From an optimization exercise on the open Yosys and OpenROAD flow, aimed at small area and a short achievable clock period; shortcuts taken in it are not production practice. At most, simulation tests tie the RTL to the original design; equivalence was not proved. Function not checked in runs 2 and 6: the RTL went through the layout flow alone. Power is estimated from default activity; no workload was simulated.

`design.v`:
```
module max3_row #(
    parameter int DEPTH = 8
) (
    input  logic [8*DEPTH-1:0] din_i,
    output logic [6*DEPTH-1:0] max_o
);
    function automatic logic [DEPTH-1:0] mx(input logic [DEPTH-1:0] a, input logic [DEPTH-1:0] b);
        mx = (a > b) ? a : b;
    endfunction
    logic [DEPTH-1:0] e [0:7];
    logic [DEPTH-1:0] p12, p34, p56;
    always_comb begin
        for (int k = 0; k < 8; k++) e[k] = din_i[k*DEPTH +: DEPTH];
        p12 = mx(e[1], e[2]);
        p34 = mx(e[3], e[4]);
        p56 = mx(e[5], e[6]);
        max_o[0*DEPTH +: DEPTH] = mx(e[0], p12);
        max_o[1*DEPTH +: DEPTH] = mx(p12, e[3]);
        max_o[2*DEPTH +: DEPTH] = mx(e[2], p34);
        max_o[3*DEPTH +: DEPTH] = mx(p34, e[5]);
        max_o[4*DEPTH +: DEPTH] = mx(e[4], p56);
        max_o[5*DEPTH +: DEPTH] = mx(p56, e[7]);
    end
endmodule
module kernel_pooler #(
    parameter int DEPTH = 8,
    parameter int KX    = 3,
    parameter int KY    = 3,
    parameter int AX    = 8,
    parameter int AY    = 8
) (
    input  logic                               clk,
    input  logic                               rst_n,
    input  logic                               in_valid,
    input  logic [DEPTH*AX*AY-1:0]             A,
    output logic                               out_valid,
    output logic [DEPTH*(AX-KX+1)*(AY-KY+1)-1:0] B
);
    localparam int OX = AX - KX + 1;
    localparam int OY = AY - KY + 1;
    logic [OX*DEPTH-1:0] h [0:AY-1];
    for (genvar y = 0; y < AY; y++) begin : g_row
        max3_row #(.DEPTH(DEPTH)) u_row (
            .din_i (A[y*AX*DEPTH +: AX*DEPTH]),
            .max_o (h[y])
        );
    end
    logic [DEPTH*OX*OY-1:0] b_d, b_q;
    logic                   out_valid_q;
    for (genvar i = 0; i < OX; i++) begin : g_col
        logic [AY*DEPTH-1:0] col;
        logic [OY*DEPTH-1:0] v;
        for (genvar y = 0; y < AY; y++) begin : g_y
            assign col[y*DEPTH +: DEPTH] = h[y][i*DEPTH +: DEPTH];
        end
        max3_row #(.DEPTH(DEPTH)) u_col (
            .din_i (col),
            .max_o (v)
        );
        for (genvar j = 0; j < OY; j++) begin : g_j
            assign b_d[(i*OY + j)*DEPTH +: DEPTH] = v[j*DEPTH +: DEPTH];
        end
    end
    always_ff @(posedge clk or negedge rst_n) begin
        if (!rst_n) begin
            b_q         <= '0;
            out_valid_q <= 1'b0;
        end else begin
            out_valid_q <= in_valid;
            if (in_valid) b_q <= b_d;
        end
    end
    assign B         = b_q;
    assign out_valid = out_valid_q;
endmodule
```
`run.sh`:
```
#!/bin/bash
# synth_recipe.tcl (not shown) runs the flow's synth.tcl, then flattens the netlist and writes it again
# the make line also repeats each setting of config.mk as NAME=value (left out here)
make -C /OpenROAD-flow-scripts/flow DESIGN_CONFIG=/design/flow/config.mk WORK_HOME=/design/flow/orfs CLKGATE_MAP_FILE= SYNTH_SCRIPT=/design/flow/synth_recipe.tcl finish
```
`config.mk`:
```
export PLATFORM = sky130hd
export DESIGN_NAME = kernel_pooler
export DESIGN_NICKNAME = kernel_pooler
export VERILOG_FILES = /design/flow/design.v
export SDC_FILE = /design/flow/constraint.sdc
export NUM_CORES = 4
export LEC_CHECK = 0
export CAP_MARGIN = 20
export CORE_MARGIN = 2
export CORE_UTILIZATION = 40
export SLEW_MARGIN = 20
```
`constraint.sdc`:
```
create_clock -name core_clock -period 12.5 [get_ports {clk}]
set_input_delay 2.5000 -clock core_clock [delete_from_list [all_inputs] [get_ports {clk}]]
set_output_delay 2.5000 -clock core_clock [all_outputs]
set_load 0.01 [all_outputs]
```
==> notes.md, run 1 <==
Die H=350 µm; Final #Nets=8519; area of the multi-input gates=0.0366 mm²; CP max-delay cell=clkdlybuf4s50_1; Hold Crit Class=register to register; outcome=no timing/DRC/antenna violations; First DRT Iteration DRCs=4000; ys async rst share=1.00; Synth Flop Type=dfrtp_1; Post-Synthesis Cells=6290; Adder-Cell Fraction of Synth Area=0.239; #FFs+latches synth=289; Rel. slew slack=0.269; vias in the first global route=47.9k; I/O pin cnt=804; Final WS setup=1.23 ns; initial antenna violation count=24; Post-CTS Resized=0; global-route wire length before repair=317 mm; layout cells sized above 1=0.0668; pins over their slew limit=0; Vias=50.0k; largest family of logic cells by synthesized area=compound AO/OA/AOI/OAI gates; DP Wirelength=189 mm; Yosys cell types=118; Seq/Total Area, Yosys=0.151; Synth Area in Simple Gates=0.170; core area=0.119 mm²; Synth warnings=4; Hold Vio Cnt, Final=0; Register Area=0.00723 mm²; Cell Rows=127; postcts setup bufs=0; drt pass-1 iters=8; RSZ-0062 raised after global routing=false; worst slack, placed=0.835 ns; I/O Buffers=803; Synth top area share=0.232; met3 routed WL=14.8 mm; Setup crit end kind=register; Mapped Nets=7694; ANT nets after route=0; routed wl met2=102 mm; leakage power=30.4 nW; critical path class=input port to register; f_max=0.0888 GHz; CTS Hold Bufs=0; routed len/inst=25.1 µm; Starting Density=0.402; Mapped Area=0.0480 mm²; clock latency (worst-skew pair)=0.62 ns; Pwr Density=206 mW/mm²; TritonCTS clock tree=built; WP data required=12.95 ns; top sig layer=met5; leading area contributor after synthesis=ha_1; syn_area_per_cell=7.63 µm²; final setup vio count=0; Data arrival, critical path=11.72 ns; Worst-Margin Slew=1.08 ns; multiplexer area fraction after synthesis=0.100; largest cells by area after synthesis=ha_1, dfrtp_1, inv_1; WL met1=93.8 mm; crit-path max FO=11; overall global routing resource usage=0.348; H-tree levels=2; area grow syn2layout=24.9%; Die Width=350 µm; clock root buffer=clkbuf_16; drt total wl=220 mm; xor and xnor fraction of the mapped netlist area=0.00949; Clock Skews=0 ns; fin crit share=0.901; total grt overflow=0; Die Area=0.123 mm²; Setup TNS=0 ns; maximum buffer depth of the clock tree=3; startpoint type of the worst setup path=input port; Max-Cap Viols=0; Clk pin slew, worst setup/hold paths=0.06 ns; fin crit period=11.27 ns; Residual DRC=0; number of synthesized flops with an enable pin=0; largest net degree at the start of global routing=161; cell mode on critical path=a21oi_1; Num CTS Buffers=45; RePlAce Congestion=1.02; Filler cells=11.8k; post-synthesis compound-gate area fraction=0.244; routed vias/inst=5.70; CTS sink cnt=289; VDD IR max=116 µV; Crit path largest cell delay=0.65 ns
[power breakdown]
part	switching, W	internal (W)	leakage [nW]	total, W
combinational	0.00529	0.00387	26.3	0.00917
sequential	0.000439	0.00142	3.41	0.00186
clock	0.000557	0.000755	0.700	0.00131
total	0.00629	0.00605	30.4	0.0123
[layer usage]
metal	up-vias	GRT usage
li1	24200	-
met1	23700	0.446
met2	1736	0.575
met3	362	0.0564
met4	4	0.147
met5	-	0
[area by class of cell]
cell class                 instances  area share
clock buffer                      57      0.0205
inverter                         955      0.0599
clock inverter                    21     0.00334
antenna                           20    0.000835
tap                             1612      0.0337
timing repair buffer             936       0.151
sequential                       289       0.121
multi-input combinational       4888       0.610
[final timing paths]
kind / from / end / slack, ns / cells after the start
setup / recovery: A[273] / b_q[16] / 1.23 / 41
min in group asynchronous: rst_n / b_q[276] / 1.87 / 1
hold reg to reg: b_q[211] / b_q[211] / 0.48 / 2
max in group asynchronous: rst_n / b_q[269] / 9.13 / 2
setup reg to reg: b_q[197] / b_q[197] / 11.46 / 3
hold / removal: b_q[211] / b_q[211] / 0.48 / 2
[cells in the final DEF (no fill, tap or decap), drive strengths merged, types with 200 or more instances in the layout]
| cell | netlist | layout |
|---|---|---|
| a21o | 200 | 200 |
| a21oi | 444 | 444 |
| clkdlybuf4s50 | 0 | 801 |
| dfrtp | 289 | 289 |
| ha | 889 | 889 |
| inv | 955 | 956 |
| mux2i | 311 | 311 |
| nand2 | 476 | 476 |
| nor2 | 416 | 416 |
| o21ai | 504 | 504 |
[cell families after synthesis]
kind of cell | after synthesis
AO/OA/AOI/OAI | 1772
XOR/XNOR | 52
adder cells (fa/ha/maj) | 921
buffers and inverters | 1113
flip-flops | 289
multiplexers | 456
AND/OR/NAND/NOR | 1687
[sequential cells by signal, indices dropped and copies added, names as in the netlist]
name	cells
b_q	288
out_valid_q	1
[critical path: cells and delay by family]
family | cells | cell delay (ns)
buffers and inverters | 5 | 1.03
AOI/OAI and AO/OA | 20 | 4.77
muxes | 2 | 0.64
and+or+nand+nor | 10 | 1.72
adders and majority gates | 4 | 1.04
[synth_stat cells, types with 135 or more instances]
library cell	instances
ha_1	889
nor2_1	415
o21a_1	135
dfrtp_1	289
a21oi_1	434
mux2_2	142
mux2i_1	303
nand2_1	476
inv_1	952
nand3_1	188
a21o_1	200
o21ai_0	450
clkbuf_1	136
[stage by stage]
step / cells / utilization / hold WS, ns / power [W] / area [µm²]
4_1_cts: 8757 / 0.501 / 0.489 / 0.0123 / 59900
2_1_floorplan: 6290 / - / 0.516 / 0.00734 / 48000
3_3_place_gp: 8679 / 0.489 / 0.471 / 0.0108 / 58400
6_report: 8778 / 0.502 / 0.484 / 0.0123 / 59900
3_5_place_dp: 8679 / 0.489 / 0.473 / 0.0109 / 58400
5_1_grt: 8775 / 0.501 / 0.508 / 0.0133 / 59900
==> run 2, diff against run 1 <==
--- a/design.v
+++ b/design.v
@@ -4,23 +4,35 @@
     input  logic [8*DEPTH-1:0] din_i,
     output logic [6*DEPTH-1:0] max_o
 );
-    function automatic logic [DEPTH-1:0] mx(input logic [DEPTH-1:0] a, input logic [DEPTH-1:0] b);
-        mx = (a > b) ? a : b;
-    endfunction
     logic [DEPTH-1:0] e [0:7];
     logic [DEPTH-1:0] p12, p34, p56;
+    for (genvar k = 0; k < 8; k++) begin : g_e
+        assign e[k] = din_i[k*DEPTH +: DEPTH];
+    end
+    max2 #(.DEPTH(DEPTH)) u_p12 (.a_i(e[1]), .b_i(e[2]), .max_o(p12));
+    max2 #(.DEPTH(DEPTH)) u_p34 (.a_i(e[3]), .b_i(e[4]), .max_o(p34));
+    max2 #(.DEPTH(DEPTH)) u_p56 (.a_i(e[5]), .b_i(e[6]), .max_o(p56));
+    max2 #(.DEPTH(DEPTH)) u_m0  (.a_i(e[0]), .b_i(p12),  .max_o(max_o[0*DEPTH +: DEPTH]));
+    max2 #(.DEPTH(DEPTH)) u_m1  (.a_i(p12),  .b_i(e[3]), .max_o(max_o[1*DEPTH +: DEPTH]));
+    max2 #(.DEPTH(DEPTH)) u_m2  (.a_i(e[2]), .b_i(p34),  .max_o(max_o[2*DEPTH +: DEPTH]));
+    max2 #(.DEPTH(DEPTH)) u_m3  (.a_i(p34),  .b_i(e[5]), .max_o(max_o[3*DEPTH +: DEPTH]));
+    max2 #(.DEPTH(DEPTH)) u_m4  (.a_i(e[4]), .b_i(p56),  .max_o(max_o[4*DEPTH +: DEPTH]));
+    max2 #(.DEPTH(DEPTH)) u_m5  (.a_i(p56),  .b_i(e[7]), .max_o(max_o[5*DEPTH +: DEPTH]));
+endmodule
+module max2 #(
+    parameter int DEPTH = 8
+) (
+    input  logic [DEPTH-1:0] a_i,
+    input  logic [DEPTH-1:0] b_i,
+    output logic [DEPTH-1:0] max_o
+);
+    logic gt;
     always_comb begin
-        for (int k = 0; k < 8; k++) e[k] = din_i[k*DEPTH +: DEPTH];
-        p12 = mx(e[1], e[2]);
-        p34 = mx(e[3], e[4]);
-        p56 = mx(e[5], e[6]);
-        max_o[0*DEPTH +: DEPTH] = mx(e[0], p12);
-        max_o[1*DEPTH +: DEPTH] = mx(p12, e[3]);
-        max_o[2*DEPTH +: DEPTH] = mx(e[2], p34);
-        max_o[3*DEPTH +: DEPTH] = mx(p34, e[5]);
-        max_o[4*DEPTH +: DEPTH] = mx(e[4], p56);
-        max_o[5*DEPTH +: DEPTH] = mx(p56, e[7]);
+        gt = 1'b0;
+        for (int k = 0; k < DEPTH; k++)
+            gt = (a_i[k] & ~b_i[k]) | ((a_i[k] | ~b_i[k]) & gt);
     end
+    assign max_o = gt ? a_i : b_i;
 endmodule
 module kernel_pooler #(
     parameter int DEPTH = 8,
==> run 2 against run 1 <==
Compared with the run above:
- still clean on timing, DRC and antenna
- non-clock buffer count fell by 36
- sequential share of layout area up 1.5 points
- sequential power fell by 9.7%
- fmax up 0.62%
- critical path type unchanged
- largest power group unchanged
==> notes.md, run 2 <==
Setup TNS=0 ns (unchanged); count leader, synth=nor2_1 (was inv_1); Residual DRC=0 (unchanged); ys async rst share=1.00 (unchanged); Placed Cells incl. Taps=7963 (was 8679); Data arrival, critical path=11.76 ns (was 11.72 ns); leakage power=21.0 nW (was 30.4 nW); fin crit period=11.20 ns (was 11.27 ns); syn_area_per_cell=7.07 µm² (was 7.63 µm²); TritonCTS clock tree=built (unchanged); WHS=0.474 ns (was 0.484 ns); Pwr Density=162 mW/mm² (was 206 mW/mm²); Rel. slew slack=0.243 (was 0.269); Synth top cells by count=nor2_1, nand2_1, a21oi_1 (was inv_1, ha_1, nand2_1); worst hold path depth=1 (was 2); core area=0.104 mm² (was 0.119 mm²); Post-DP Area=0.0515 mm² (was 0.0584 mm²); Filler cells=10.3k (was 11.8k); Hold Crit Class=register to register (unchanged); Reg2Reg Depth=4 (was 3); clock latency (worst-skew pair)=0.62 ns (about the same); number of synthesized flops with an enable pin=0 (unchanged); Hold Vio Cnt, Final=0 (unchanged); crit-path max FO=20 (was 11); Min-Delay Startpoint=b_q[273] (was b_q[211]); startpoint type of the worst setup path=input port (unchanged); RePlAce Congestion=1.08 (was 1.02); most frequent cells in the layout=clkdlybuf4s50_1, nor2_1, nand2_1 (was inv_1, ha_1, clkdlybuf4s50_1); global-route wire length before repair=325 mm (was 317 mm); most common cell after layout, fill and taps aside=clkdlybuf4s50_1 (was inv_1); Register Area=0.00723 mm² (unchanged); Worst-Margin Slew=1.10 ns (was 1.08 ns); Mapped Area=0.0420 mm² (was 0.0480 mm²); Post-Synthesis Cells=5939 (was 6290); drt pass-1 iters=8 (unchanged); leading area contributor after synthesis=dfrtp_1 (was ha_1); final setup vio count=0 (unchanged); Num CTS Buffers=45 (unchanged); drt total wl=227 mm (was 220 mm); Clk pin slew, worst setup/hold paths=0.06 ns (about the same); top flop regs=b_q (288), out_valid_q (1) (unchanged); VDD IR max=152 µV (was 116 µV); Synth warnings=6 (was 4); largest cells by area after synthesis=dfrtp_1, mux2i_1, maj3_1 (was ha_1, dfrtp_1, inv_1); Largest register FFs=288 (unchanged); Die Width=328 µm (was 350 µm); Non-Filler Instances=8073 (was 8778); layout cells sized above 1=0.0753 (was 0.0668); outcome=no timing/DRC/antenna violations (unchanged); Max-Cap Viols=0 (unchanged); Final #Nets=7146 (was 8519); CTS sink cnt=289 (unchanged); H-tree levels=2 (unchanged); Setup crit end kind=register (unchanged); Die H=328 µm (was 350 µm); Yosys cell types=112 (was 118); vias in the first global route=47.6k (was 47.9k); final instance area=0.0531 mm² (was 0.0599 mm²); fin crit share=0.896 (was 0.901); pins over their slew limit=0 (unchanged); CTS Hold Bufs=0 (unchanged); overall global routing resource usage=0.402 (was 0.348); Starting Density=0.404 (was 0.402); RR Endpoint=b_q[192] (was b_q[197]); #FFs+latches synth=289 (unchanged); I/O pin cnt=804 (unchanged); Vias=52.5k (was 50.0k); Mapped Nets=6454 (was 7694); Die Area=0.108 mm² (was 0.123 mm²); Synth top area share=0.172 (was 0.232); WP data required=13.07 ns (was 12.95 ns); register-to-register setup slack=11.36 ns (was 11.46 ns); Cell Rows=118 (was 127); total grt overflow=0 (unchanged); routed len/inst=28.1 µm (was 25.1 µm); Post-CTS Resized=0 (unchanged); f_max=0.0893 GHz (was 0.0888 GHz); maximum buffer depth of the clock tree=3 (unchanged); routed vias/inst=6.51 (was 5.70); Top reg by flops=b_q (unchanged); total power=0.00859 W (was 0.0123 W); initial antenna violation count=32 (was 24); Clock Skews=0 ns (unchanged); Min-Delay Endpoint=b_q[273] (was b_q[211]); critical path class=input port to register (unchanged); First DRT Iteration DRCs=5872 (was 4000); ANT nets after route=0 (unchanged); Seq/Total Area, Yosys=0.172 (was 0.151); RSZ-0062 raised after global routing=false (unchanged); area of the multi-input gates=0.0322 mm² (was 0.0366 mm²); clock root buffer=clkbuf_16 (unchanged); postcts setup bufs=0 (unchanged); I/O Buffers=803 (unchanged); area grow syn2layout=26.6% (was 24.9%); DP Wirelength=187 mm (was 189 mm); worst r2r src=b_q[192] (was b_q[197]); Synth Flop Type=dfrtp_1 (unchanged); largest net degree at the start of global routing=102 (was 161)
==> run 2: worst max path at each step <==
stage / startpoint / end
2_1_floorplan: A[472] / b_q[189]
3_3_place_gp: A[294] / b_q[160]
3_5_place_dp: A[294] / b_q[162]
4_1_cts: A[294] / b_q[162]
5_1_grt: A[297] / b_q[217]
6_report: A[294] / b_q[162]
==> run 2: cell families (layout without fill, tap and decap cells) <==
group	after synthesis	count (layout)	synth area share
buf+inv	659	1385	0.0606
mux	457	457	0.115
other cells	0	28	0
flops	289	289	0.172
simple gates	2007	2007	0.216
compound gates	2178	2178	0.351
fa+ha+maj	349	349	0.0849
==> run 2: final cells by class <==
type	count	share of cell area
Multi-Input combinational cell	4991	0.606
Timing Repair Buffer	900	0.165
Sequential cell	289	0.136
Tap cell	1380	0.0325
Inverter	404	0.0286
Clock buffer	57	0.0235
Clock inverter	24	0.00648
Antenna cell	28	0.00132
==> run 2: stage by stage <==
stage / worst slack, ns / utilization
after floorplan: 2.93 / -
after global placement: 0.867 / 0.496
after detailed placement: 0.940 / 0.496
after CTS: 1.60 / 0.511
after global routing: 0.661 / 0.512
final: 1.30 / 0.512
==> run 2: report_power, final <==
| group | internal, W | total [W] | leakage, nW | switching (W) |
|---|---|---|---|---|
| Combinational | 0.00230 | 0.00548 | 16.9 | 0.00317 |
| Sequential | 0.00130 | 0.00168 | 3.27 | 0.000380 |
| Clock | 0.000871 | 0.00143 | 0.787 | 0.000561 |
==> run 2: worst max-delay path, cell delays in order <==
cell             delay [ns]
clkdlybuf4s50_1        0.74
inv_1                  0.25
a222oi_1               0.45
and4_1                 0.35
o21a_1                 0.63
o21ai_0                0.36
a222oi_1               0.50
a2111oi_0              0.17
nor4_1                 0.28
maj3_1                 0.64
nor2_1                 0.17
a21oi_1                0.33
buf_4                  0.22
a21oi_1                0.07
maj3_1                 0.37
a211oi_1               0.27
a221o_1                0.21
o211ai_2               0.32
mux2i_1                0.34
maj3_1                 0.44
maj3_1                 0.36
maj3_2                 0.32
maj3_2                 0.31
maj3_2                 0.31
maj3_2                 0.41
or2_0                  0.23
a31oi_1                0.18
==> run 2: per-layer routing <==
| layer | up-vias | share of wire | global-route usage |
|---|---|---|---|
| li1 | 23900 | - | - |
| met1 | 25100 | 0.41 | 0.521 |
| met2 | 2985 | 0.44 | 0.616 |
| met3 | 550 | 0.093 | 0.0807 |
| met4 | 4 | 0.064 | 0.238 |
| met5 | - | 0.00013 | 0 |
==> run 3, diff against run 2 <==
--- a/design.v
+++ b/design.v
@@ -5,34 +5,48 @@
     output logic [6*DEPTH-1:0] max_o
 );
     logic [DEPTH-1:0] e [0:7];
-    logic [DEPTH-1:0] p12, p34, p56;
+    logic [6:0] ge1;    
+    logic [5:0] ge2;    
     for (genvar k = 0; k < 8; k++) begin : g_e
         assign e[k] = din_i[k*DEPTH +: DEPTH];
     end
-    max2 #(.DEPTH(DEPTH)) u_p12 (.a_i(e[1]), .b_i(e[2]), .max_o(p12));
-    max2 #(.DEPTH(DEPTH)) u_p34 (.a_i(e[3]), .b_i(e[4]), .max_o(p34));
-    max2 #(.DEPTH(DEPTH)) u_p56 (.a_i(e[5]), .b_i(e[6]), .max_o(p56));
-    max2 #(.DEPTH(DEPTH)) u_m0  (.a_i(e[0]), .b_i(p12),  .max_o(max_o[0*DEPTH +: DEPTH]));
-    max2 #(.DEPTH(DEPTH)) u_m1  (.a_i(p12),  .b_i(e[3]), .max_o(max_o[1*DEPTH +: DEPTH]));
-    max2 #(.DEPTH(DEPTH)) u_m2  (.a_i(e[2]), .b_i(p34),  .max_o(max_o[2*DEPTH +: DEPTH]));
-    max2 #(.DEPTH(DEPTH)) u_m3  (.a_i(p34),  .b_i(e[5]), .max_o(max_o[3*DEPTH +: DEPTH]));
-    max2 #(.DEPTH(DEPTH)) u_m4  (.a_i(e[4]), .b_i(p56),  .max_o(max_o[4*DEPTH +: DEPTH]));
-    max2 #(.DEPTH(DEPTH)) u_m5  (.a_i(p56),  .b_i(e[7]), .max_o(max_o[5*DEPTH +: DEPTH]));
+    for (genvar k = 0; k < 7; k++) begin : g_c1
+        cmp_ge #(.DEPTH(DEPTH)) u_c (.a_i(e[k]), .b_i(e[k+1]), .ge_o(ge1[k]));
+    end
+    for (genvar k = 0; k < 6; k++) begin : g_c2
+        cmp_ge #(.DEPTH(DEPTH)) u_c (.a_i(e[k]), .b_i(e[k+2]), .ge_o(ge2[k]));
+    end
+    for (genvar k = 0; k < 6; k++) begin : g_w
+        logic sx, sy, sz;
+        assign sx = ge1[k] & ge2[k];
+        assign sy = ~ge1[k] & ge1[k+1];
+        assign sz = ~ge2[k] & ~ge1[k+1];
+        assign max_o[k*DEPTH +: DEPTH] = ({DEPTH{sx}} & e[k])
+                                       | ({DEPTH{sy}} & e[k+1])
+                                       | ({DEPTH{sz}} & e[k+2]);
+    end
 endmodule
-module max2 #(
+module cmp_ge #(
     parameter int DEPTH = 8
 ) (
     input  logic [DEPTH-1:0] a_i,
     input  logic [DEPTH-1:0] b_i,
-    output logic [DEPTH-1:0] max_o
+    output logic             ge_o
 );
-    logic gt;
-    always_comb begin
-        gt = 1'b0;
-        for (int k = 0; k < DEPTH; k++)
-            gt = (a_i[k] & ~b_i[k]) | ((a_i[k] | ~b_i[k]) & gt);
+    logic [7:0] gt0, ge0;
+    logic [3:0] gt1, ge1;
+    logic [1:0] gt2, ge2;
+    assign gt0 = a_i & ~b_i;
+    assign ge0 = a_i | ~b_i;
+    for (genvar k = 0; k < 4; k++) begin : g_l1
+        assign gt1[k] = gt0[2*k+1] | (ge0[2*k+1] & gt0[2*k]);
+        assign ge1[k] = gt0[2*k+1] | (ge0[2*k+1] & ge0[2*k]);
     end
-    assign max_o = gt ? a_i : b_i;
+    for (genvar k = 0; k < 2; k++) begin : g_l2
+        assign gt2[k] = gt1[2*k+1] | (ge1[2*k+1] & gt1[2*k]);
+        assign ge2[k] = gt1[2*k+1] | (ge1[2*k+1] & ge1[2*k]);
+    end
+    assign ge_o = gt2[1] | (ge2[1] & ge2[0]);
 endmodule
 module kernel_pooler #(
     parameter int DEPTH = 8,
==> run 3 against run 2 <==
Compared with the run above:
- setup slack improved by 3.2 ns
- sequential power hardly changed
- first-iteration DRC count increased by 79%
- sequential share of layout area shrank 1.3 points
- still clean
- power up 0.29%
- cell count increased by 11%
- critical path type unchanged
- non-clock buffer count is 50 higher
- via count grew 25%
- hold slack improved by 0.014 ns
- highest routed layer unchanged
- sequential cell count unchanged
- global-route usage rose by 2.7 points
==> notes.md, run 3 <==
drt pass-1 iters=14 (was 8); Setup TNS=0 ns (unchanged); Mapped Nets=7343 (was 6454); maximum buffer depth of the clock tree=3 (unchanged); Mapped Area=0.0486 mm² (was 0.0420 mm²); DP Wirelength=225 mm (was 187 mm); Clk pin slew, worst setup/hold paths=0.07 ns (was 0.06 ns); Post-CTS Resized=0 (unchanged); Rel. slew slack=0.147 (was 0.243); Hold Vio Cnt, Final=0 (unchanged); Pwr Density=146 mW/mm² (was 162 mW/mm²); Hold Crit Class=register to register (unchanged); Largest register FFs=288 (unchanged); Clock Skews=0 ns (unchanged); TritonCTS clock tree=built (unchanged); RePlAce Congestion=1.06 (was 1.08); Clk pwr share=0.139 (was 0.167); Residual DRC=0 (unchanged); Synth Flop Type=dfrtp_1 (unchanged); most frequent cells in the layout=clkdlybuf4s50_1, nand2_1, nor2_1 (was clkdlybuf4s50_1, nor2_1, nand2_1); Die Area=0.124 mm² (was 0.108 mm²); initial antenna violation count=53 (was 32); total grt overflow=0 (unchanged); outcome=no timing/DRC/antenna violations (unchanged); Setup crit end kind=register (unchanged); Synth warnings=5 (was 6); RSZ-0062 raised after global routing=false (unchanged); Max-Cap Viols=0 (unchanged); Filler cells=12.1k (was 10.3k); Data arrival, critical path=8.46 ns (was 11.76 ns); drt total wl=286 mm (was 227 mm); Post-DP Area=0.0576 mm² (was 0.0515 mm²); Starting Density=0.404 (about the same); total power=0.00861 W (was 0.00859 W); fin crit share=0.637 (was 0.896); routed len/inst=31.9 µm (was 28.1 µm); overall global routing resource usage=0.429 (was 0.402); CP max-delay cell=a221oi_1 (was clkdlybuf4s50_1); clock latency (worst-skew pair)=0.61 ns (was 0.62 ns); core area=0.120 mm² (was 0.104 mm²); First DRT Iteration DRCs=10.5k (was 5872); Die H=353 µm (was 328 µm); most common cell after layout, fill and taps aside=clkdlybuf4s50_1 (unchanged); Comb pwr share=0.663 (was 0.638); Synth top area share=0.149 (was 0.172); count leader, synth=nand2_1 (was nor2_1); global-route wire length before repair=407 mm (was 325 mm); Seq pwr share=0.198 (was 0.196); CTS Hold Bufs=0 (unchanged); leading area contributor after synthesis=dfrtp_1 (unchanged); clock root buffer=clkbuf_16 (unchanged); ys async rst share=1.00 (unchanged); Die Width=353 µm (was 328 µm); Num CTS Buffers=40 (was 45); CTS sink cnt=289 (unchanged); top flop regs=b_q (288), out_valid_q (1) (unchanged); vias in the first global route=59.4k (was 47.6k); P_sw=0.00438 W (was 0.00412 W); leakage power=22.0 nW (was 21.0 nW); I/O pin cnt=804 (unchanged); ANT nets after route=0 (unchanged); WP data required=13.00 ns (was 13.07 ns); Crit path largest cell delay=1.09 ns (was 0.74 ns); final instance area=0.0590 mm² (was 0.0531 mm²); switching share of total power=0.509 (was 0.479); Top reg by flops=b_q (unchanged); CP Cell Sequence=clkdlybuf4s50_1 > nor2b_1 > maj3_1 > maj3_1 > o21ai_0 > a22oi_1 > a221oi_1 > nand3_1 > a2111oi_1 > nor2_1 > o31ai_1 > a22o_1 > nand2b_1 > o22ai_1 > a221o_1; Final #Nets=7836 (was 7146); CP delay by family, top=compound AO/OA/AOI/OAI gates (unchanged); Synth top cells by count=nand2_1, nor2_1, inv_1 (was nor2_1, nand2_1, a21oi_1); pins over their slew limit=0 (unchanged); crit-path max FO=16 (was 20); startpoint type of the worst setup path=input port (unchanged); Yosys cell types=121 (was 112); final setup vio count=0 (unchanged); CP bufs+invs=1 (was 3); critical path class=input port to register (unchanged); Cell Rows=127 (was 118); Vias=65.9k (was 52.5k); largest cells by area after synthesis=dfrtp_1, maj3_1, nand2_1 (was dfrtp_1, mux2i_1, maj3_1); Worst-Margin Slew=1.28 ns (was 1.10 ns); VDD IR max=73.5 µV (was 152 µV); number of synthesized flops with an enable pin=0 (unchanged); postcts setup bufs=0 (unchanged); syn_area_per_cell=7.12 µm² (was 7.07 µm²); fin crit period=7.97 ns (was 11.20 ns); Post-Synthesis Cells=6828 (was 5939); H-tree levels=2 (unchanged); cell mode on critical path=maj3_1; routed vias/inst=7.34 (was 6.51); layout cells sized above 1=0.0582 (was 0.0753); #FFs+latches synth=289 (unchanged); Seq/Total Area, Yosys=0.149 (was 0.172); f_max=0.126 GHz (was 0.0893 GHz); largest net degree at the start of global routing=165 (was 102); I/O Buffers=803 (unchanged); Internal=0.00423 W (was 0.00447 W); area grow syn2layout=21.4% (was 26.6%)
## run 3: changes by cell type after synthesis, moves of 109 or more
cell,delta
mux2i_1,-277
nor2_1,-161
a21oi_1,-152
mux2_2,-149
a22oi_1,+147
nand2b_1,+146
a221oi_1,+134
clkbuf_1,+133
a221o_1,+126
a222oi_1,+118
o22ai_1,+114
nor2b_1,+109
## run 3: logic make-up after synthesis
family,synth area share
multiplexers,0.00461
adder cells (fa/ha/maj),0.0674
AO/OA/AOI/OAI,0.469
buffers and inverters,0.0760
AND/OR/NAND/NOR,0.234
flip-flops,0.149
## run 3: tightest hold or removal path, stage by stage, from the launching register on
cell     delay (ns)
dfrtp_1        0.34
nand2_1        0.05
o21ai_0        0.06
## run 3: power groups by stage
stage / clock [W] / sequential, W / combinational, W
2_1_floorplan: 0 / 0.00165 / 0.00311
3_3_place_gp: 0 / 0.00170 / 0.00545
3_5_place_dp: 0 / 0.00169 / 0.00548
4_1_cts: 0.00120 / 0.00168 / 0.00551
5_1_grt: 0.00123 / 0.00171 / 0.00601
6_report: 0.00120 / 0.00170 / 0.00571
## run 3: final timing paths
check                      startpoint  cells after the start       end  slack [ns]
max                             A[28]                     15  b_q[102]        4.53
min                          b_q[169]                      2  b_q[169]        0.49
max reg2reg                  b_q[245]                      3  b_q[245]       11.42
min reg2reg                  b_q[169]                      2  b_q[169]        0.49
max in group asynchronous       rst_n                      3    b_q[6]        8.53
min in group asynchronous       rst_n                      1  b_q[282]        1.79
## run 3: per-layer routing
metal,vias up,GRT usage,part of all wire
li1,28100,-,-
met5,-,0.00231,0.0015
met3,1222,0.108,0.12
met1,31300,0.536,0.37
met2,5219,0.667,0.43
met4,70,0.250,0.071
## run 3: layout make-up
cell class	instances	area (µm²)	share of cell area
clock buffers	57	1160	0.0196
repair buffers	950	9130	0.155
inverters	421	1590	0.0269
clock inverters	12	121	0.00206
multi-input cells	5619	37700	0.639
diodes	20	50.0	0.000849
flip-flops and latches	289	7230	0.123
well taps	1612	2020	0.0342
## run 3: metrics by stage
| step | std cells | hold slack (ns) | worst slack [ns] | utilization |
|---|---|---|---|---|
| after floorplan | 6828 | 0.516 | 6.15 | - |
| after global placement | 8876 | 0.469 | 4.19 | 0.479 |
| after detailed placement | 8882 | 0.475 | 4.25 | 0.479 |
| after CTS | 8951 | 0.491 | 4.86 | 0.490 |
| after global routing | 8968 | 0.519 | 4.37 | 0.491 |
| final | 8980 | 0.488 | 4.53 | 0.491 |
==> run 4, diff against run 3 <==
==> flow/run.sh (new file) <==
#!/bin/bash
# Layout: the standard flow, with plain buffers (buf_2) on the ports in place of
# the delay cells buffer_ports picks by default.
set -euo pipefail
bash standard.sh "BUFFER_PORTS_ARGS=-buffer_cell sky130_fd_sc_hd__buf_2" finish > standard.log 2>&1
==> standard.sh (new file) <==
#!/bin/bash
# synth_recipe.tcl (not shown) runs the flow's synth.tcl, then flattens the netlist and writes it again
# the make line also repeats each setting of config.mk as NAME=value (left out here)
make -C /OpenROAD-flow-scripts/flow DESIGN_CONFIG=/design/flow/config.mk WORK_HOME=/design/flow/orfs CLKGATE_MAP_FILE= SYNTH_SCRIPT=/design/flow/synth_recipe.tcl "${@:-finish}"
removed: run.sh
==> run 4 against run 3 <==
Compared with the run above:
- still clean on timing, DRC and antenna
- final area down 6.9%
- register-to-register slack worse by 0.02 ns
- wire length decreased by 0.25%
- area after synthesis did not move
- die area stayed put
- hold slack improved by 0.0021 ns
- clock skew did not move
- power fell by 5.6%
- sequential share of layout area up 0.91 points
- core utilization is 3.4 points lower
- sequential cell count unchanged
- largest power group unchanged
- highest routed layer unchanged
==> notes.md, run 4 <==
outcome=no timing/DRC/antenna violations (unchanged); Vias=65.7k (was 65.9k); overall global routing resource usage=0.430 (was 0.429); Top reg by flops=b_q (unchanged); Mapped Nets=7343 (unchanged); Synth warnings=5 (unchanged); #FFs+latches synth=289 (unchanged); Residual DRC=0 (unchanged); crit-path max FO=12 (was 16); clock latency (worst-skew pair)=0.60 ns (was 0.61 ns); Setup crit end kind=register (unchanged); leakage power=22.1 nW (was 22.0 nW); Synth top cells by count=nand2_1, nor2_1, inv_1 (unchanged); H-tree levels=2 (unchanged); Starting Density=0.404 (unchanged); final setup vio count=0 (unchanged); most frequent cells in the layout=buf_2, nand2_1, nor2_1 (was clkdlybuf4s50_1, nand2_1, nor2_1); vias in the first global route=59.6k (was 59.4k); worst r2r src=b_q[245] (unchanged); f_max=0.136 GHz (was 0.126 GHz); core area=0.120 mm² (unchanged); drt pass-1 iters=14 (unchanged); syn_area_per_cell=7.12 µm² (unchanged); Hold Vio Cnt, Final=0 (unchanged); Data arrival, critical path=7.76 ns (was 8.46 ns); RSZ-0062 raised after global routing=false (unchanged); most common cell after layout, fill and taps aside=buf_2 (was clkdlybuf4s50_1); First DRT Iteration DRCs=10.4k (was 10.5k); Die Width=353 µm (unchanged); pins over their slew limit=0 (unchanged); Seq pwr share=0.206 (was 0.198); ys async rst share=1.00 (unchanged); Cell Rows=127 (unchanged); Worst-Margin Slew=1.25 ns (was 1.28 ns); CTS sink cnt=289 (unchanged); Largest register FFs=288 (unchanged); P_sw=0.00436 W (was 0.00438 W); initial antenna violation count=73 (was 53); Hold Crit Class=register to register (unchanged); Synth Flop Type=dfrtp_1 (unchanged); Mapped Area=0.0486 mm² (unchanged); Post-CTS Resized=0 (unchanged); Comb pwr share=0.652 (was 0.663); switching share of total power=0.536 (was 0.509); drt total wl=286 mm (about the same); Reg2Reg Depth=3 (unchanged); RR Endpoint=b_q[245] (unchanged); area grow syn2layout=13.0% (was 21.4%); clock root buffer=clkbuf_16 (unchanged); routed vias/inst=7.32 (was 7.34); Die H=353 µm (unchanged); Post-Synthesis Cells=6828 (unchanged); I/O Buffers=803 (unchanged); Final #Nets=7826 (was 7836); Synth top area share=0.149 (unchanged); count leader, synth=nand2_1 (unchanged); startpoint type of the worst setup path=input port (unchanged); TritonCTS clock tree=built (unchanged); Num CTS Buffers=39 (was 40); leading area contributor after synthesis=dfrtp_1 (unchanged); DP Wirelength=226 mm (was 225 mm); Pwr Density=148 mW/mm² (was 146 mW/mm²); total power=0.00813 W (was 0.00861 W); Clk pin slew, worst setup/hold paths=0.06 ns (was 0.07 ns); RePlAce Congestion=1.08 (was 1.06); VDD IR max=93.4 µV (was 73.5 µV); total grt overflow=0 (unchanged); Rel. slew slack=0.166 (was 0.147); largest cells by area after synthesis=dfrtp_1, maj3_1, nand2_1 (unchanged); fin crit period=7.34 ns (was 7.97 ns); Max-Cap Viols=0 (unchanged); largest net degree at the start of global routing=212 (was 165); global-route wire length before repair=409 mm (was 407 mm); routed len/inst=31.8 µm (was 31.9 µm); WP data required=12.92 ns (was 13.00 ns); maximum buffer depth of the clock tree=3 (unchanged); Die Area=0.124 mm² (unchanged); crit path to=b_q[181] (was b_q[102]); CP startpoint=A[349] (was A[28]); Setup TNS=0 ns (unchanged); postcts setup bufs=0 (unchanged); layout cells sized above 1=0.166 (was 0.0582); Internal=0.00377 W (was 0.00423 W); Clk pwr share=0.141 (was 0.139); register-to-register setup slack=11.40 ns (was 11.42 ns); critical path class=input port to register (unchanged); top flop regs=b_q (288), out_valid_q (1) (unchanged); Seq/Total Area, Yosys=0.149 (unchanged); Yosys cell types=121 (unchanged); CTS Hold Bufs=0 (unchanged); fin crit share=0.587 (was 0.637); I/O pin cnt=804 (unchanged); number of synthesized flops with an enable pin=0 (unchanged); ANT nets after route=0 (unchanged); Clock Skews=0 ns (unchanged)
## run 4: cell counts after synthesis
No cell type changed its count.
## run 4: cell type report
cell class                 count  area (µm²)
antenna                       37        92.6
clock buffer                  52        1080
clock inverter                14         126
fill                       12600       65200
inverter                     421        1590
multi-input combinational   5619       37700
sequential                   289        7230
tap                         1612        2020
timing repair buffer         941        5060
## run 4: how the worst min path moves through the flow
stage                     startpoint        to  slack [ns]  cells after the start
after floorplan              b_q[94]   b_q[94]        0.52                      1
after global placement      b_q[169]  b_q[169]        0.47                      2
after detailed placement    b_q[169]  b_q[169]        0.48                      2
after CTS                   b_q[169]  b_q[169]        0.49                      2
after global routing        b_q[170]  b_q[170]        0.52                      2
final                       b_q[181]  b_q[181]        0.49                      2
## run 4: per-stage QoR
stage	worst slack, ns	instance area [µm²]	instances	util	hold WS, ns
floorplan	6.15	48600	6828	-	0.516
global placement	4.77	53400	8861	0.445	0.466
detailed placement	4.82	53500	8865	0.445	0.477
CTS	5.39	54700	8931	0.455	0.491
global route	4.82	54800	8963	0.457	0.521
finish	5.16	54900	8985	0.457	0.490
## run 4: metal layers
metal	part of all wire	global-route usage
met1	0.37	0.533
met2	0.43	0.668
met3	0.13	0.117
met4	0.069	0.251
met5	0.0015	0
## run 4: power groups by stage
| stage | clock (W) | combinational, W | sequential (W) |
|---|---|---|---|
| after floorplan | 0 | 0.00311 | 0.00165 |
| final | 0.00115 | 0.00530 | 0.00168 |
| after global placement | 0 | 0.00505 | 0.00166 |
| after CTS | 0.00116 | 0.00509 | 0.00165 |
| after global routing | 0.00119 | 0.00561 | 0.00169 |
| after detailed placement | 0 | 0.00507 | 0.00166 |
## run 4: cells by family after synthesis
family,count (synthesis),synth area share
and+or+nand+nor,2279,0.234
muxes,22,0.00461
AOI/OAI and AO/OA,2995,0.469
adders and majority gates,323,0.0674
buffers and inverters,920,0.0760
DFF,289,0.149
## run 4: worst max-delay path, cell delays in order
cell,delay [ns]
buf_2,0.26
inv_1,0.23
maj3_1,0.37
a211o_1,0.29
o22ai_1,0.39
nor2_1,0.27
a221oi_1,0.95
o21ai_0,0.19
a2111oi_0,0.53
a2111oi_0,0.17
o31ai_1,0.41
nand2_1,0.35
and2_0,0.35
a222oi_1,0.39
o21ai_1,0.09
==> run 5, diff against run 4 <==
--- a/config.mk
+++ b/config.mk
@@ -8,4 +8,5 @@
 export CAP_MARGIN = 20
 export CORE_MARGIN = 2
 export CORE_UTILIZATION = 40
+export SETUP_SLACK_MARGIN = 5
 export SLEW_MARGIN = 20
==> run 5 against run 4 <==
Compared with the run above:
- still clean on timing, DRC and antenna
- clock power hardly changed
- sequential cell count stayed put
- cell count is essentially flat
- combinational power about the same
- via count fell by 0.17%
- die area did not move
- synthesized cell count is the same
- count of clock-buffer cells in the layout unchanged
- setup slack improved by 0.21 ns
- global-route usage unchanged
- critical path depth did not move
==> notes.md, run 5 <==
f_max=0.140 GHz (was 0.136 GHz); Post-Synthesis Cells=6828 (unchanged); top flop regs=b_q (288), out_valid_q (1) (unchanged); First DRT Iteration DRCs=10.5k (was 10.4k); grt met1 use=0.533 (unchanged); total power=0.00813 W (about the same); drt total wl=285 mm (was 286 mm); CTS sink cnt=289 (unchanged); Num CTS Buffers=39 (unchanged); core area=0.120 mm² (unchanged); fin crit share=0.570 (was 0.587); number of synthesized flops with an enable pin=0 (unchanged); critical path class=input port to register (unchanged); Mapped Area=0.0486 mm² (unchanged); leading area contributor after synthesis=dfrtp_1 (unchanged); Rel. slew slack=0.175 (was 0.166); startpoint type of the worst setup path=input port (unchanged); pins over their slew limit=0 (unchanged); Seq/Total Area, Yosys=0.149 (unchanged); most common cell after layout, fill and taps aside=buf_2 (unchanged); routed vias/inst=7.30 (was 7.32); most used routing layer=met2 (unchanged); GR Util met3=0.117 (unchanged); Data arrival, critical path=7.65 ns (was 7.76 ns); Top reg by flops=b_q (unchanged); Filler cells=12.6k (about the same); final setup vio count=0 (unchanged); Starting Density=0.404 (unchanged); CP max-delay cell=a2bb2oi_1 (was a221oi_1); Hold Crit Class=register to register (unchanged); crit-path max FO=20 (was 12); cell mode on critical path=maj3_2 (was a2111oi_0); Pwr Density=148 mW/mm² (about the same); RePlAce Congestion=1.08 (unchanged); DP Wirelength=226 mm (unchanged); TritonCTS clock tree=built (unchanged); Mapped Nets=7343 (unchanged); fin crit period=7.13 ns (was 7.34 ns); most frequent cells in the layout=buf_2, nand2_1, nor2_1 (unchanged); area grow syn2layout=13.0% (about the same); initial antenna violation count=73 (unchanged); ys async rst share=1.00 (unchanged); largest net degree at the start of global routing=212 (unchanged); global-route wire length before repair=409 mm (unchanged); clock root buffer=clkbuf_16 (unchanged); CP Cell Sequence=buf_2 > inv_1 > a22oi_1 > a221oi_4 > nor3_2 > a2bb2oi_1 > a221oi_2 > a2111oi_0 > maj3_2 > maj3_2 > maj3_2 > a2111o_1 > nand3_1 > or4_1 > o211ai_1 (was buf_2 > inv_1 > maj3_1 > a211o_1 > o22ai_1 > nor2_1 > a221oi_1 > o21ai_0 > a2111oi_0 > a2111oi_0 > o31ai_1 > nand2_1 > and2_0 > a222oi_1 > o21ai_1); Clk pin slew, worst setup/hold paths=0.06 ns (about the same); clock latency (worst-skew pair)=0.60 ns (about the same); layout cells sized above 1=0.167 (was 0.166); outcome=no timing/DRC/antenna violations (unchanged); H-tree levels=2 (unchanged); Synth warnings=5 (unchanged); vias in the first global route=59.6k (unchanged); Setup TNS=0 ns (unchanged); M2 GR Usage=0.668 (unchanged); Synth top area share=0.149 (unchanged); routed len/inst=31.8 µm (about the same); Worst-Margin Slew=1.24 ns (was 1.25 ns); Clock Skews=0 ns (unchanged); Yosys cell types=121 (unchanged); final instance area=0.0549 mm² (about the same); #FFs+latches synth=289 (unchanged); Vias=65.6k (was 65.7k); Largest register FFs=288 (unchanged); Die H=353 µm (unchanged); syn_area_per_cell=7.12 µm² (unchanged); largest cells by area after synthesis=dfrtp_1, maj3_1, nand2_1 (unchanged); overall global routing resource usage=0.430 (unchanged); leakage power=22.1 nW (about the same); Post-DP Area=0.0535 mm² (unchanged); VDD IR max=93.9 µV (was 93.4 µV); I/O Buffers=803 (unchanged); Setup crit end kind=register (unchanged); count leader, synth=nand2_1 (unchanged); total grt overflow=0 (unchanged); Synth Flop Type=dfrtp_1 (unchanged); area of the multi-input gates=0.0377 mm² (about the same); Residual DRC=0 (unchanged); maximum buffer depth of the clock tree=3 (unchanged); Register Area=0.00723 mm² (unchanged); WP data required=13.02 ns (was 12.92 ns); Crit path largest cell delay=0.95 ns (about the same); Hold Vio Cnt, Final=0 (unchanged); Die Area=0.124 mm² (unchanged); Die Width=353 µm (unchanged); Cell Rows=127 (unchanged); I/O pin cnt=804 (unchanged); Synth top cells by count=nand2_1, nor2_1, inv_1 (unchanged); ANT nets after route=0 (unchanged); RSZ-0062 raised after global routing=false (unchanged); CTS Hold Bufs=0 (unchanged); drt pass-1 iters=15 (was 14); Final #Nets=7828 (was 7826); CP bufs+invs=2 (unchanged); CP delay by family, top=compound AO/OA/AOI/OAI gates (unchanged); Max-Cap Viols=0 (unchanged)
==> run 5: cell counts after synthesis <==
No cell type changed its count.
==> run 5: per-stage QoR <==
stage / hold slack (ns) / setup slack (ns) / utilization / cells
after floorplan: 0.516 / 6.15 / - / 6828
after global placement: 0.466 / 4.77 / 0.445 / 8861
after detailed placement: 0.477 / 4.82 / 0.445 / 8865
after CTS: 0.491 / 5.39 / 0.455 / 8931
after global routing: 0.521 / 5.02 / 0.457 / 8965
final: 0.489 / 5.37 / 0.457 / 8984
==> run 5: what timing repair did <==
item                                    4_1_cts  5_1_grt
resized for setup                             0        3
endpoints found under the setup margin        0        4
buffers inserted                              0        2
==> run 5: logic make-up (layout without fill, tap and decap cells) <==
kind of cell,Yosys count,count (layout),synth area share
AO/OA/AOI/OAI,2995,2995,0.469
AND/OR/NAND/NOR,2279,2279,0.234
buffers and inverters,920,1430,0.0760
adder cells (fa/ha/maj),323,323,0.0674
flip-flops,289,289,0.149
multiplexers,22,22,0.00461
other,0,34,0
==> run 5: final cells by class <==
type | count | share of cell area
antenna | 34 | 0.00155
multi-input combinational | 5619 | 0.687
clock inverter | 14 | 0.00230
clock buffer | 52 | 0.0198
sequential | 289 | 0.132
timing repair buffer | 943 | 0.0924
tap | 1612 | 0.0367
inverter | 421 | 0.0289
==> run 5: metal layers <==
metal  wire, µm  up-vias
met2     123000     4975
met3      36000     1148
met4      20100       80
met1     105000    31400
met5        484        -
li1           -    28100
==> run 5: worst paths after layout <==
kind                                from        to  slack (ns)  cells after the start
worst max-delay path              A[147]   b_q[57]        5.37                     15
worst min-delay path            b_q[169]  b_q[169]        0.49                      2
worst max register to register  b_q[244]  b_q[244]       11.41                      3
worst min register to register  b_q[169]  b_q[169]        0.49                      2
max in group asynchronous          rst_n  b_q[201]        9.05                      2
min in group asynchronous          rst_n  b_q[280]        1.92                      1
==> run 5: power by group <==
group	total (W)	internal (W)	switching, W
combinational	0.00530	0.00184	0.00346
sequential	0.00168	0.00129	0.000389
clock	0.00115	0.000647	0.000502
total	0.00813	0.00377	0.00435
==> run 5: tightest hold or removal path: stages, from the launching register on <==
cell and delay, ns:
dfrtp_1 0.35, nand2_1 0.05, o21ai_0 0.06
==> run 6, diff against run 5 <==
==> design.v (replaced) <==
module window_max #(
    parameter int DEPTH = 8,
    parameter int N     = 9
) (
    input  logic [N*DEPTH-1:0] din_i,
    output logic [DEPTH-1:0]   max_o
);
    localparam int P = 1 << $clog2(N);
    logic [DEPTH-1:0] t [1:2*P-1];
    always_comb begin
        for (int k = 0; k < P; k++)
            t[P+k] = (k < N) ? din_i[k*DEPTH +: DEPTH] : '0;
        for (int k = P - 1; k >= 1; k--)
            t[k] = (t[2*k] > t[2*k+1]) ? t[2*k] : t[2*k+1];
    end
    assign max_o = t[1];
endmodule
module kernel_pooler #(
    parameter int DEPTH = 8,
    parameter int KX    = 3,
    parameter int KY    = 3,
    parameter int AX    = 8,
    parameter int AY    = 8
) (
    input  logic                               clk,
    input  logic                               rst_n,
    input  logic                               in_valid,
    input  logic [DEPTH*AX*AY-1:0]             A,
    output logic                               out_valid,
    output logic [DEPTH*(AX-KX+1)*(AY-KY+1)-1:0] B
);
    localparam int OX = AX - KX + 1;
    localparam int OY = AY - KY + 1;
    localparam int N  = KX * KY;
    if (KX > AX || KY > AY) begin : g_bad_window
        $error("kernel_pooler: window larger than matrix");
    end
    logic [DEPTH*OX*OY-1:0] b_d, b_q;
    logic                   out_valid_q;
    for (genvar i = 0; i < OX; i++) begin : g_x
        for (genvar j = 0; j < OY; j++) begin : g_y
            logic [N*DEPTH-1:0] win;
            for (genvar u = 0; u < KX; u++) begin : g_u
                for (genvar v = 0; v < KY; v++) begin : g_v
                    assign win[(v*KX+u)*DEPTH +: DEPTH] = A[((j+v)*AX + (i+u))*DEPTH +: DEPTH];
                end
            end
            window_max #(.DEPTH(DEPTH), .N(N)) u_max (
                .din_i (win),
                .max_o (b_d[(i*OY + j)*DEPTH +: DEPTH])
            );
        end
    end
    always_ff @(posedge clk or negedge rst_n) begin
        if (!rst_n) begin
            b_q         <= '0;
            out_valid_q <= 1'b0;
        end else begin
            out_valid_q <= in_valid;
            if (in_valid) b_q <= b_d;
        end
    end
    assign B         = b_q;
    assign out_valid = out_valid_q;
endmodule
==> run.sh (new file) <==
#!/bin/bash
# synth_recipe.tcl (not shown) runs the flow's synth.tcl, then flattens the netlist and writes it again
# the make line also repeats each setting of config.mk as NAME=value (left out here)
make -C /OpenROAD-flow-scripts/flow DESIGN_CONFIG=/design/flow/config.mk WORK_HOME=/design/flow/orfs CLKGATE_MAP_FILE= SYNTH_SCRIPT=/design/flow/synth_recipe.tcl finish
--- a/config.mk
+++ b/config.mk
@@ -8,5 +8,4 @@
 export CAP_MARGIN = 20
 export CORE_MARGIN = 2
 export CORE_UTILIZATION = 40
-export SETUP_SLACK_MARGIN = 5
 export SLEW_MARGIN = 20
removed: flow/run.sh
removed: standard.sh
==> run 6 against run 5 <==
Compared with the run above:
- core utilization grew 2.4 points
- global-route usage fell by 4.8 points
- clock power up 25%
- hold slack improved by 0.00082 ns
- register-to-register slack worse by 0.11 ns
- largest cell class unchanged
==> notes.md, run 6 <==
outcome=no timing/DRC/antenna violations (unchanged); CTS Hold Bufs=0 (unchanged); CP max-delay cell=clkdlybuf4s50_1 (was a2bb2oi_1); Top reg by flops=b_q (unchanged); leakage power=47.9 nW (was 22.1 nW); postcts setup bufs=0 (unchanged); area of the multi-input gates=0.0627 mm² (was 0.0377 mm²); Setup crit end kind=register (unchanged); worst slack, placed=0.760 ns (was 4.82 ns); switching share of total power=0.527 (was 0.536); Synth top area share=0.297 (was 0.149); most frequent cells in the layout=ha_1, inv_1, a21oi_1 (was buf_2, nand2_1, nor2_1); Synth warnings=3 (was 5); Starting Density=0.403 (was 0.404); Pwr Density=170 mW/mm² (was 148 mW/mm²); Yosys cell types=94 (was 121); maximum buffer depth of the clock tree=3 (unchanged); WHS=0.490 ns (was 0.489 ns); Largest register FFs=288 (unchanged); CTS sink cnt=289 (unchanged); critical path class=input port to register (unchanged); CP delay by family, top=compound AO/OA/AOI/OAI gates (unchanged); startpoint type of the worst setup path=input port (unchanged); I/O Buffers=803 (unchanged); TritonCTS clock tree=built (unchanged); Setup TNS=0 ns (unchanged); ANT nets after route=0 (unchanged); Mapped Nets=12.3k (was 7343); VDD IR max=117 µV (was 93.9 µV); number of synthesized flops with an enable pin=0 (unchanged); crit-path max FO=16 (was 20); clock latency (worst-skew pair)=0.69 ns (was 0.60 ns); Internal=0.00729 W (was 0.00377 W); Clk pin slew, worst setup/hold paths=0.06 ns (about the same); H-tree levels=2 (unchanged); overall global routing resource usage=0.382 (was 0.430); Post-Synthesis Cells=9970 (was 6828); top flop regs=b_q (288), out_valid_q (1) (unchanged); Residual DRC=0 (unchanged); f_max=0.0879 GHz (was 0.140 GHz); Synth Flop Type=dfrtp_1 (unchanged); CP bufs+invs=5 (was 2); Post-CTS Resized=0 (unchanged); Die H=439 µm (was 353 µm); I/O pin cnt=804 (unchanged); syn_area_per_cell=7.59 µm² (was 7.12 µm²); Vias=83.2k (was 65.6k); Filler cells=18.7k (was 12.6k); area grow syn2layout=19.5% (was 13.0%); most common cell after layout, fill and taps aside=ha_1 (was buf_2); Die Area=0.193 mm² (was 0.124 mm²); Comb pwr share=0.784 (was 0.652); Rel. slew slack=0.150 (was 0.175); RSZ-0062 raised after global routing=false (unchanged); Final #Nets=13.3k (was 7828); Final WS setup=1.12 ns (was 5.37 ns); vias in the first global route=79.8k (was 59.6k); DP Wirelength=326 mm (was 226 mm); Max-Cap Viols=0 (unchanged); initial antenna violation count=63 (was 73); leading area contributor after synthesis=ha_1 (was dfrtp_1); drt pass-1 iters=6 (was 15); largest cells by area after synthesis=ha_1, mux2i_1, dfrtp_1 (was dfrtp_1, maj3_1, nand2_1); Cell Rows=159 (was 127); Mapped Area=0.0757 mm² (was 0.0486 mm²); Seq/Total Area, Yosys=0.0955 (was 0.149); routed vias/inst=6.16 (was 7.30); #FFs+latches synth=289 (unchanged); count leader, synth=ha_1 (was nand2_1); final setup vio count=0 (unchanged); Seq pwr share=0.123 (was 0.206); fin crit period=11.38 ns (was 7.13 ns); Data arrival, critical path=11.98 ns (was 7.65 ns); First DRT Iteration DRCs=8722 (was 10.5k); Clock Skews=0 ns (unchanged); Crit path largest cell delay=0.90 ns (was 0.95 ns); cell mode on critical path=a21oi_1 (was maj3_2); WP data required=13.11 ns (was 13.02 ns); fin crit share=0.910 (was 0.570); Die Width=439 µm (was 353 µm); core area=0.188 mm² (was 0.120 mm²); Hold Vio Cnt, Final=0 (unchanged); largest net degree at the start of global routing=172 (was 212); Hold Crit Class=register to register (unchanged); ys async rst share=1.00 (unchanged); routed len/inst=28.5 µm (was 31.8 µm); Synth top cells by count=ha_1, inv_1, a21oi_1 (was nand2_1, nor2_1, inv_1); P_sw=0.00813 W (was 0.00435 W); RePlAce Congestion=1.06 (was 1.08); Register Area=0.00723 mm² (unchanged); drt total wl=386 mm (was 285 mm); Num CTS Buffers=46 (was 39); pins over their slew limit=0 (unchanged); clock root buffer=clkbuf_16 (unchanged); global-route wire length before repair=545 mm (was 409 mm); total grt overflow=0 (unchanged); Worst-Margin Slew=1.27 ns (was 1.24 ns); Clk pwr share=0.093 (was 0.141); layout cells sized above 1=0.0699 (was 0.167)
-- run 6: final timing paths --
kind | startpoint | depth (start not counted) | slack, ns | endpoint
min | b_q[256] | 1 | 0.49 | b_q[256]
min reg2reg | b_q[256] | 1 | 0.49 | b_q[256]
max in group asynchronous | rst_n | 2 | 9.22 | b_q[4]
min in group asynchronous | rst_n | 1 | 1.82 | b_q[280]
max reg2reg | b_q[160] | 3 | 11.30 | b_q[160]
max | A[287] | 41 | 1.12 | b_q[76]
-- run 6: cells by family (layout without fill, tap and decap cells) --
family | after synthesis | count (layout) | share of synthesized area
simple gates | 2510 | 2510 | 0.161
other cells | 0 | 50 | 0
xor+xnor | 38 | 38 | 0.00440
buf+inv | 1552 | 2555 | 0.0771
compound gates | 2838 | 2838 | 0.238
mux | 916 | 916 | 0.123
flops | 289 | 289 | 0.0955
fa+ha+maj | 1827 | 1827 | 0.301
-- run 6: final cells by class --
| cell class | instances | area share |
|---|---|---|
| Sequential cell | 289 | 0.0800 |
| Timing Repair Buffer | 1168 | 0.120 |
| Inverter | 1303 | 0.0542 |
| Antenna cell | 50 | 0.00138 |
| Multi-Input combinational cell | 8129 | 0.693 |
| Clock inverter | 20 | 0.00226 |
| Tap cell | 2495 | 0.0345 |
| Clock buffer | 64 | 0.0150 |
-- run 6: worst register-to-register path, stage by stage (launching register included) --
cell,delay [ns]
dfrtp_1,0.59
nor2_1,0.09
a31o_2,0.24
a31oi_1,0.18
-- run 6: stage by stage --
stage / util / instances / power [W] / instance area [µm²]
2_1_floorplan: - / 9970 / 0.00923 / 75700
3_3_place_gp: 0.472 / 13400 / 0.0134 / 88700
3_5_place_dp: 0.472 / 13400 / 0.0137 / 88700
4_1_cts: 0.480 / 13500 / 0.0152 / 90300
5_1_grt: 0.481 / 13500 / 0.0166 / 90400
6_report: 0.481 / 13500 / 0.0154 / 90400
-- run 6: power by group through the flow --
stage                     logic [W]  clock network (W)  registers (W)
after floorplan             0.00735                  0        0.00187
after global placement       0.0115                  0        0.00189
after detailed placement     0.0118                  0        0.00189
after CTS                    0.0118            0.00146        0.00188
after global routing         0.0132            0.00149        0.00191
final                        0.0121            0.00144        0.00189
-- run 6: per-layer routing --
metal	up-vias	wire, µm	global-route usage
li1	38100	-	-
met1	39800	163000	0.508
met2	4356	162000	0.575
met3	883	34900	0.0656
met4	4	26200	0.232
met5	-	30	0

==> what the ideal ports hide <==
No port has a modelled driver above. Below, the same layouts with a new extraction and two added sets of constraints.
Step 1 (the two cells are an assumption about what drives the block):
set clk [get_ports {clk}]
set_driving_cell -lib_cell sky130_fd_sc_hd__clkbuf_16 $clk
set_driving_cell -lib_cell sky130_fd_sc_hd__buf_2 [delete_from_list [all_inputs] $clk]
Step 2 times the ports against the registers' clock, not the clock port: input delays grow and output delays shrink by t, the midpoint of the rising clock arrivals with the driver on.
Three values: no drivers, after step 1, after step 2; two values: the first two.
run	t (ns)	setup slack, ns	worst data-port slew with drivers (ns)
run 1	0.700	1.234 / 1.241 / 0.542	0.16
run 2	0.700	1.303 / 1.270 / 0.570	0.14
run 3	0.673	4.533 / 4.582 / 3.909	0.23
run 4	0.663	5.161 / 5.151 / 4.488	0.23
run 5	0.663	5.375 / 5.383 / 4.720	0.21
run 6	0.778	1.124 / 1.188 / 0.410	0.19
After both steps every run listed still meets setup and hold. The setup slack of run 2, which loses most, moves by -0.033 ns with the drivers and by -0.733 ns with both steps.
